This design comes from an exercise in tuning for small area, a short achievable clock period and few clock cycles on the open sky130 flow, not from production work. Only simulation tests tie the RTL to the original design; equivalence was not proved. Power is estimated from default activity; no workload was simulated. No driver is modelled on the clock port, so clocking that relies on it looks cheaper here than on a real chip.

## v25
==> flow/design.v <==
`default_nettype none
package lbp_pkg;
    localparam int C_UP_BITS = 3;
    localparam int C_QDEPTH = 4;
endpackage
`default_nettype wire
`default_nettype none
module lbp_line_buffer #(
    parameter int DEPTH = 130,
    parameter int DW    = 8,
    parameter int UB    = 3
) (
    input  logic                  clk,
    input  logic                  load,
    input  logic [DW-1:0]         din,
    input  logic                  upd,
    input  logic [UB-1:0]         ub_in,
    output logic [DEPTH*DW-1:0]   pix,
    output logic [DEPTH*UB-1:0]   ub
);
    logic [DEPTH*DW-1:0] r_pix;
    logic [DEPTH*UB-1:0] r_ub;
    always_ff @(posedge clk) begin
        r_pix <= {r_pix[(DEPTH-1)*DW-1:0], (load ? din : r_pix[(DEPTH-1)*DW +: DW])};
        r_ub  <= {r_ub[(DEPTH-1)*UB-1:UB],
                  (upd ? ub_in : r_ub[0 +: UB]),
                  r_ub[(DEPTH-1)*UB +: UB]};
    end
    assign pix = r_pix;
    assign ub  = r_ub;
endmodule
`default_nettype wire
`default_nettype none
module lbp_stream #(
    parameter int IMG_W = 128,
    parameter int IMG_H = 128,
    parameter int DW    = 8,
    parameter int AW    = $clog2(IMG_W*IMG_H)
) (
    input  logic          clk,
    input  logic          reset,
    input  logic          gray_ready,
    input  logic [DW-1:0] thr,
    output logic          gray_req,
    output logic [AW-1:0] gray_addr,
    input  logic [DW-1:0] gray_data,
    output logic          lbp_valid,
    input  logic          lbp_ready,
    output logic [AW-1:0] lbp_addr,
    output logic [7:0]    lbp_data,
    output logic          finish
);
    localparam int CW    = $clog2(IMG_W);
    localparam int RW    = $clog2(IMG_H);
    localparam int RD    = IMG_W + 2;             
    localparam int PW    = 8;                     
    localparam int UB    = lbp_pkg::C_UP_BITS;
    localparam int QD    = lbp_pkg::C_QDEPTH;
    function automatic logic [7:0] f_lfsr(input logic [7:0] v);
        f_lfsr = {v[6:0], v[7] ^ v[5] ^ v[4] ^ v[3]};
    endfunction
    function automatic logic [7:0] f_lfsr_after(input logic [7:0] v, input int n);
        f_lfsr_after = v;
        for (int i = 0; i < n; i++)
            f_lfsr_after = {f_lfsr_after[6:0], f_lfsr_after[7] ^ f_lfsr_after[5] ^
                            f_lfsr_after[4] ^ f_lfsr_after[3]};
    endfunction
    localparam logic [7:0] C_PH_FIRST = 8'h01;
    localparam logic [7:0] C_PH_LAST  = f_lfsr_after(C_PH_FIRST, RD-1);
    logic             r_started;
    logic             r_req;
    logic [CW-1:0]    r_rcol;        
    logic [RW-1:0]    r_rrow;
    logic             r_rdone;       
    logic [PW-1:0]    r_ph;          
    logic             r_infl;        
    logic             r_req_code;    
    logic             r_infl_code;   
    logic [DW-1:0]    r_thr;
    logic [QD-1:0]    r_qn;          
    logic [QD-1:0]    r_cred;        
    logic             r_lbp_valid;
    logic [CW-1:0]    r_ocol;        
    logic [RW-1:0]    r_orow;
    logic             r_finish;
    logic [RD*DW-1:0]     w_pix;
    logic [RD*UB-1:0]     w_ub;
    logic [QD-1:0][7:0]   r_q;       
    logic [DW-1:0]        w_l [0:RD-1];
    logic [DW-1:0]        w_in;      
    logic [DW:0]          r_ref_c;   
    logic [DW:0]          r_ref_u;   
    logic [UB-1:0]        w_up_new;
    logic [7:0]           w_code;
    logic             w_push;
    logic             w_pop;
    logic             w_rlast;
    logic             w_rdone_nxt;
    logic             w_base;
    logic             w_cr;
    logic             w_ok_hold;
    logic             w_ok_pop;
    logic             w_req_nxt;
    logic [QD-1:0]    w_cred_hold;
    logic [QD-1:0]    w_cred_pop;
    logic [QD-1:0]    w_qn_hold;
    logic [QD-1:0]    w_qn_pop;
    for (genvar k = 0; k < RD; k++) begin : g_tap
        assign w_l[k] = w_pix[k*DW +: DW];
    end
    lbp_line_buffer #(
        .DEPTH (RD),
        .DW    (DW),
        .UB    (UB)
    ) u_ring (
        .clk   (clk),
        .load  (r_infl),
        .din   (gray_data),
        .upd   (r_infl),
        .ub_in (w_up_new),
        .pix   (w_pix),
        .ub    (w_ub)
    );
    assign w_in = r_infl ? gray_data : w_l[RD-1];
    always_ff @(posedge clk) begin
        r_ref_c <= {1'b0, w_l[IMG_W-1]} + {1'b0, r_thr};
        r_ref_u <= {1'b0, w_in} + {1'b0, r_thr};
    end
    assign w_up_new[0] = ({1'b0, w_l[IMG_W+1]} >= r_ref_u);
    assign w_up_new[1] = ({1'b0, w_l[IMG_W]}   >= r_ref_u);
    assign w_up_new[2] = ({1'b0, w_l[IMG_W-1]} >= r_ref_u);
    assign w_code[2:0] = w_ub[IMG_W*UB +: UB];
    assign w_code[3]   = ({1'b0, w_l[IMG_W+1]} >= r_ref_c);
    assign w_code[4]   = ({1'b0, w_l[IMG_W-1]} >= r_ref_c);
    assign w_code[5]   = ({1'b0, w_l[1]}       >= r_ref_c);
    assign w_code[6]   = ({1'b0, w_l[0]}       >= r_ref_c);
    assign w_code[7]   = ({1'b0, gray_data}    >= r_ref_c);
    assign w_push = r_infl_code;
    assign w_pop  = r_lbp_valid && lbp_ready;
    assign w_rlast     = (r_rrow == RW'(IMG_H-1)) && (r_rcol == CW'(IMG_W-1));
    assign w_rdone_nxt = r_rdone || (r_req && w_rlast);
    assign w_cr = r_req ? ((r_rrow >= RW'(2)) && (r_rcol >= CW'(1)) && (r_rcol <= CW'(IMG_W-2)))
                        : ((r_rrow >= RW'(2)) && (r_rcol >= CW'(2)));
    assign w_base      = r_started && !w_rdone_nxt && (r_ph == C_PH_FIRST);
    assign w_ok_hold   = w_base && !r_cred[QD-1];
    assign w_ok_pop    = w_base;
    assign w_cred_hold = (w_ok_hold && w_cr) ? {r_cred[QD-2:0], 1'b1} : r_cred;
    assign w_cred_pop  = (w_ok_pop  && w_cr) ? r_cred : {1'b0, r_cred[QD-1:1]};
    assign w_req_nxt   = w_pop ? w_ok_pop : w_ok_hold;
    assign w_qn_hold   = w_push ? {r_qn[QD-2:0], 1'b1} : r_qn;
    assign w_qn_pop    = w_push ? r_qn : {1'b0, r_qn[QD-1:1]};
    always_ff @(posedge clk or posedge reset) begin
        if (reset) begin
            r_started   <= 1'b0;
            r_req       <= 1'b0;
            r_rdone     <= 1'b0;
            r_infl      <= 1'b0;
            r_req_code  <= 1'b0;
            r_infl_code <= 1'b0;
            r_cred      <= '0;
        end else begin
            if (gray_ready) r_started <= 1'b1;
            r_req   <= w_req_nxt;
            r_rdone <= w_rdone_nxt;
            r_infl      <= r_req;
            r_req_code  <= w_req_nxt && w_cr;
            r_infl_code <= r_req_code;
            r_cred      <= w_pop ? w_cred_pop : w_cred_hold;
        end
    end
    always_ff @(posedge clk) begin
        if (!r_started) begin
            r_rcol <= '0;
            r_rrow <= '0;
            r_ocol <= CW'(1);
            r_orow <= RW'(1);
        end else begin
            if (r_req) begin
                r_rcol <= r_rcol + CW'(1);
                if (r_rcol == CW'(IMG_W-1)) r_rrow <= r_rrow + RW'(1);
            end
            if (w_pop) begin
                if (r_ocol == CW'(IMG_W-2)) begin
                    r_ocol <= CW'(1);
                    r_orow <= r_orow + RW'(1);
                end else begin
                    r_ocol <= r_ocol + CW'(1);
                end
            end
        end
    end
    always_ff @(posedge clk) begin
        if (w_req_nxt || !r_started || (r_ph == C_PH_LAST))
            r_ph <= C_PH_FIRST;
        else
            r_ph <= f_lfsr(r_ph);
    end
    always_ff @(posedge clk) begin
        if (!r_started && gray_ready) r_thr <= thr;
    end
    logic [QD:0] w_qtop;
    assign w_qtop = {r_qn, 1'b1} & ~{1'b0, r_qn};
    always_ff @(posedge clk) begin
        for (int i = 0; i < QD; i++) begin
            if (w_pop) begin
                if (w_push && w_qtop[i+1])
                    r_q[i] <= w_code;
                else if (i < QD-1)
                    r_q[i] <= r_q[(i < QD-1) ? i+1 : i];
            end else if (w_push && w_qtop[i]) begin
                r_q[i] <= w_code;
            end
        end
    end
    always_ff @(posedge clk or posedge reset) begin
        if (reset) begin
            r_qn        <= '0;
            r_lbp_valid <= 1'b0;
            r_finish    <= 1'b0;
        end else begin
            r_qn        <= w_pop ? w_qn_pop : w_qn_hold;
            r_lbp_valid <= w_pop ? w_qn_pop[0] : w_qn_hold[0];
            if (w_pop && (r_orow == RW'(IMG_H-2)) && (r_ocol == CW'(IMG_W-2)))
                r_finish <= 1'b1;
        end
    end
    assign gray_req  = r_req;
    assign gray_addr = {r_rrow, r_rcol};
    assign lbp_valid = r_lbp_valid;
    assign lbp_addr  = {r_orow, r_ocol};
    assign lbp_data  = r_q[0];
    assign finish    = r_finish;
endmodule
`default_nettype wire
clock: 5.7 ns
lec_check: 0
cap_margin: 20
core_margin: 2
core_utilization: 50
cts_cluster_diameter: 100
cts_cluster_size: 30
place_density: 0.6
setup_slack_margin: 3.4
slew_margin: 20
standard.sh (not shown) runs the stock make flow with config.mk's settings and CLKGATE_MAP_FILE= SYNTH_SCRIPT=/design/flow/synth_recipe.tcl, a recipe that flattens the netlist after the stock synthesis.
==> flow/flow/run.sh <==
#!/bin/bash
# Layout flow: the standard ORFS flow (standard.sh, with its standard
# synthesis) run whole, with two changes passed as ORFS variables:
#  - the port buffers that placement inserts are buf_2 cells instead of the
#    default choice (a slow delay cell), one per input and output port;
#  - clock tree synthesis clusters up to 30 sinks per leaf buffer and does not
#    insert dummy loads.
# make's full output goes to make.log here; ORFS keeps each step's log under
# orfs/logs/.
set -euo pipefail
bash standard.sh \
  "BUFFER_PORTS_ARGS=-buffer_cell sky130_fd_sc_hd__buf_2" \
  "CTS_ARGS=-sink_clustering_enable -repair_clock_nets -dont_use_dummy_load -sink_clustering_size 30 -sink_clustering_max_diameter 100" \
  finish > make.log 2>&1
Testbench counts of v25, summed over its fixed seeds: cycles 262,224.
#### Input delta (v37 over v25)
Settings: GPL_TIMING_DRIVEN newly set to 0; CORE_UTILIZATION changed from 50 to 55; PLACE_DENSITY changed from 0.6 to 0.7.
### Flow results
- v37 | status: complete | timing, DRC, antenna: pass
- Diff v25 -> v37: power of the clock network held; final critical delay including setup and external delays went up 0.042 ns.
- Tightest slew margin relative to the limit (higher): v37
- The origin of the worst setup path comes out r_q[7]$_DFFE_PP_ in one run and r_req$_DFF_PP0_ in the other, namely in v37 and v25 respectively.
- Total internal power: v37 vs v25, no meaningful difference
- Comparing v25 with v37, the sequential portion of the cell area came out essentially unchanged.
- Pre-CTS setup slack was lower in the run labelled v25.
- Looking at final worst setup slack across v37 and v25, the one that comes out lower is v37.
- Per the comparison of v37 with v25, die area moved down, share of total power in the clock network moved down.
Here is what was changed in the inputs of v31 compared with v37.
Settings: SETUP_SLACK_MARGIN: 3.4 -> 3.5; GPL_TIMING_DRIVEN: 0 -> unset.
--- outcome ---
- Looking at post-layout minimum cycle time across both flows, v31 is the stronger of the two, with v37 trailing.
- Diff v37..v31 | number of design rule violations left after detail routing | unchanged
- Slowest cell on the critical path = dfrtp_2: v31; slowest cell on the critical path = edfxtp_1: v37
- Worst setup path endpoint = lbp_data[7]: v37; worst setup path endpoint = gray_req: v31
- [v31 vs v37] layout overhead on the synthesized area: higher in v31
--- input diff v31..v8 ---
Settings: SETUP_SLACK_MARGIN changed from 3.5 to 3.4.
Notes after the runs:
- Between v8 and v31, it is v8 whose areal power density over the cells is higher, by about 0.6%.
- NOTE: wire length in v8 falls short of that of v31
- Against v31, v8 comes in 0.07 ns lower on data arrival time at the worst-slack endpoint.
- met3 routing resource usage after global routing sits higher in v8 than in v31.
- v8 packs its core looser than v31.
- Row growth of design area from synthesis to finish: v8 lower / v31 higher
- Per the comparison of v8 with v31, final total power neither gained nor lost much, via-per-instance ratio saw little to no change, register area share after synthesis about even, transition at the pin with the smallest max-transition slack down 0.052 ns.

==> port drivers added, routing unchanged <==
How much do the figures lean on ideal ports? The routed layouts below were timed once more, with nothing changed but the port constraints. Step 1, drivers: a clkbuf_16 drives clk and a buf_2 each remaining input, both assumed. Step 2 adds t to the input delays and takes it off the output delays; t is the mean of the earliest and latest rising clock arrival at the registers after step 1. Input paths then give back, and output paths get back, about the clock's delay inside the block. Slacks: no drivers / after step 1 / after step 2; pairs: no drivers / after step 1.
| run | t (ns) | slack for setup (ns) | pins driven straight from the clock port |
|---|---|---|---|
| v25 | 0.678 | 3.322 / 3.261 / 2.790 | 1 |
| v37 | 0.670 | 3.280 / 3.222 / 2.766 | 1 |
| v31 | 0.673 | 3.311 / 3.252 / 2.902 | 1 |
| v8 | 0.657 | 3.382 / 3.325 / 2.848 | 1 |
After both steps every run listed still meets setup and hold. For v8, which loses most, drivers alone change the setup slack by -0.057 ns; drivers and shift together by -0.534 ns.
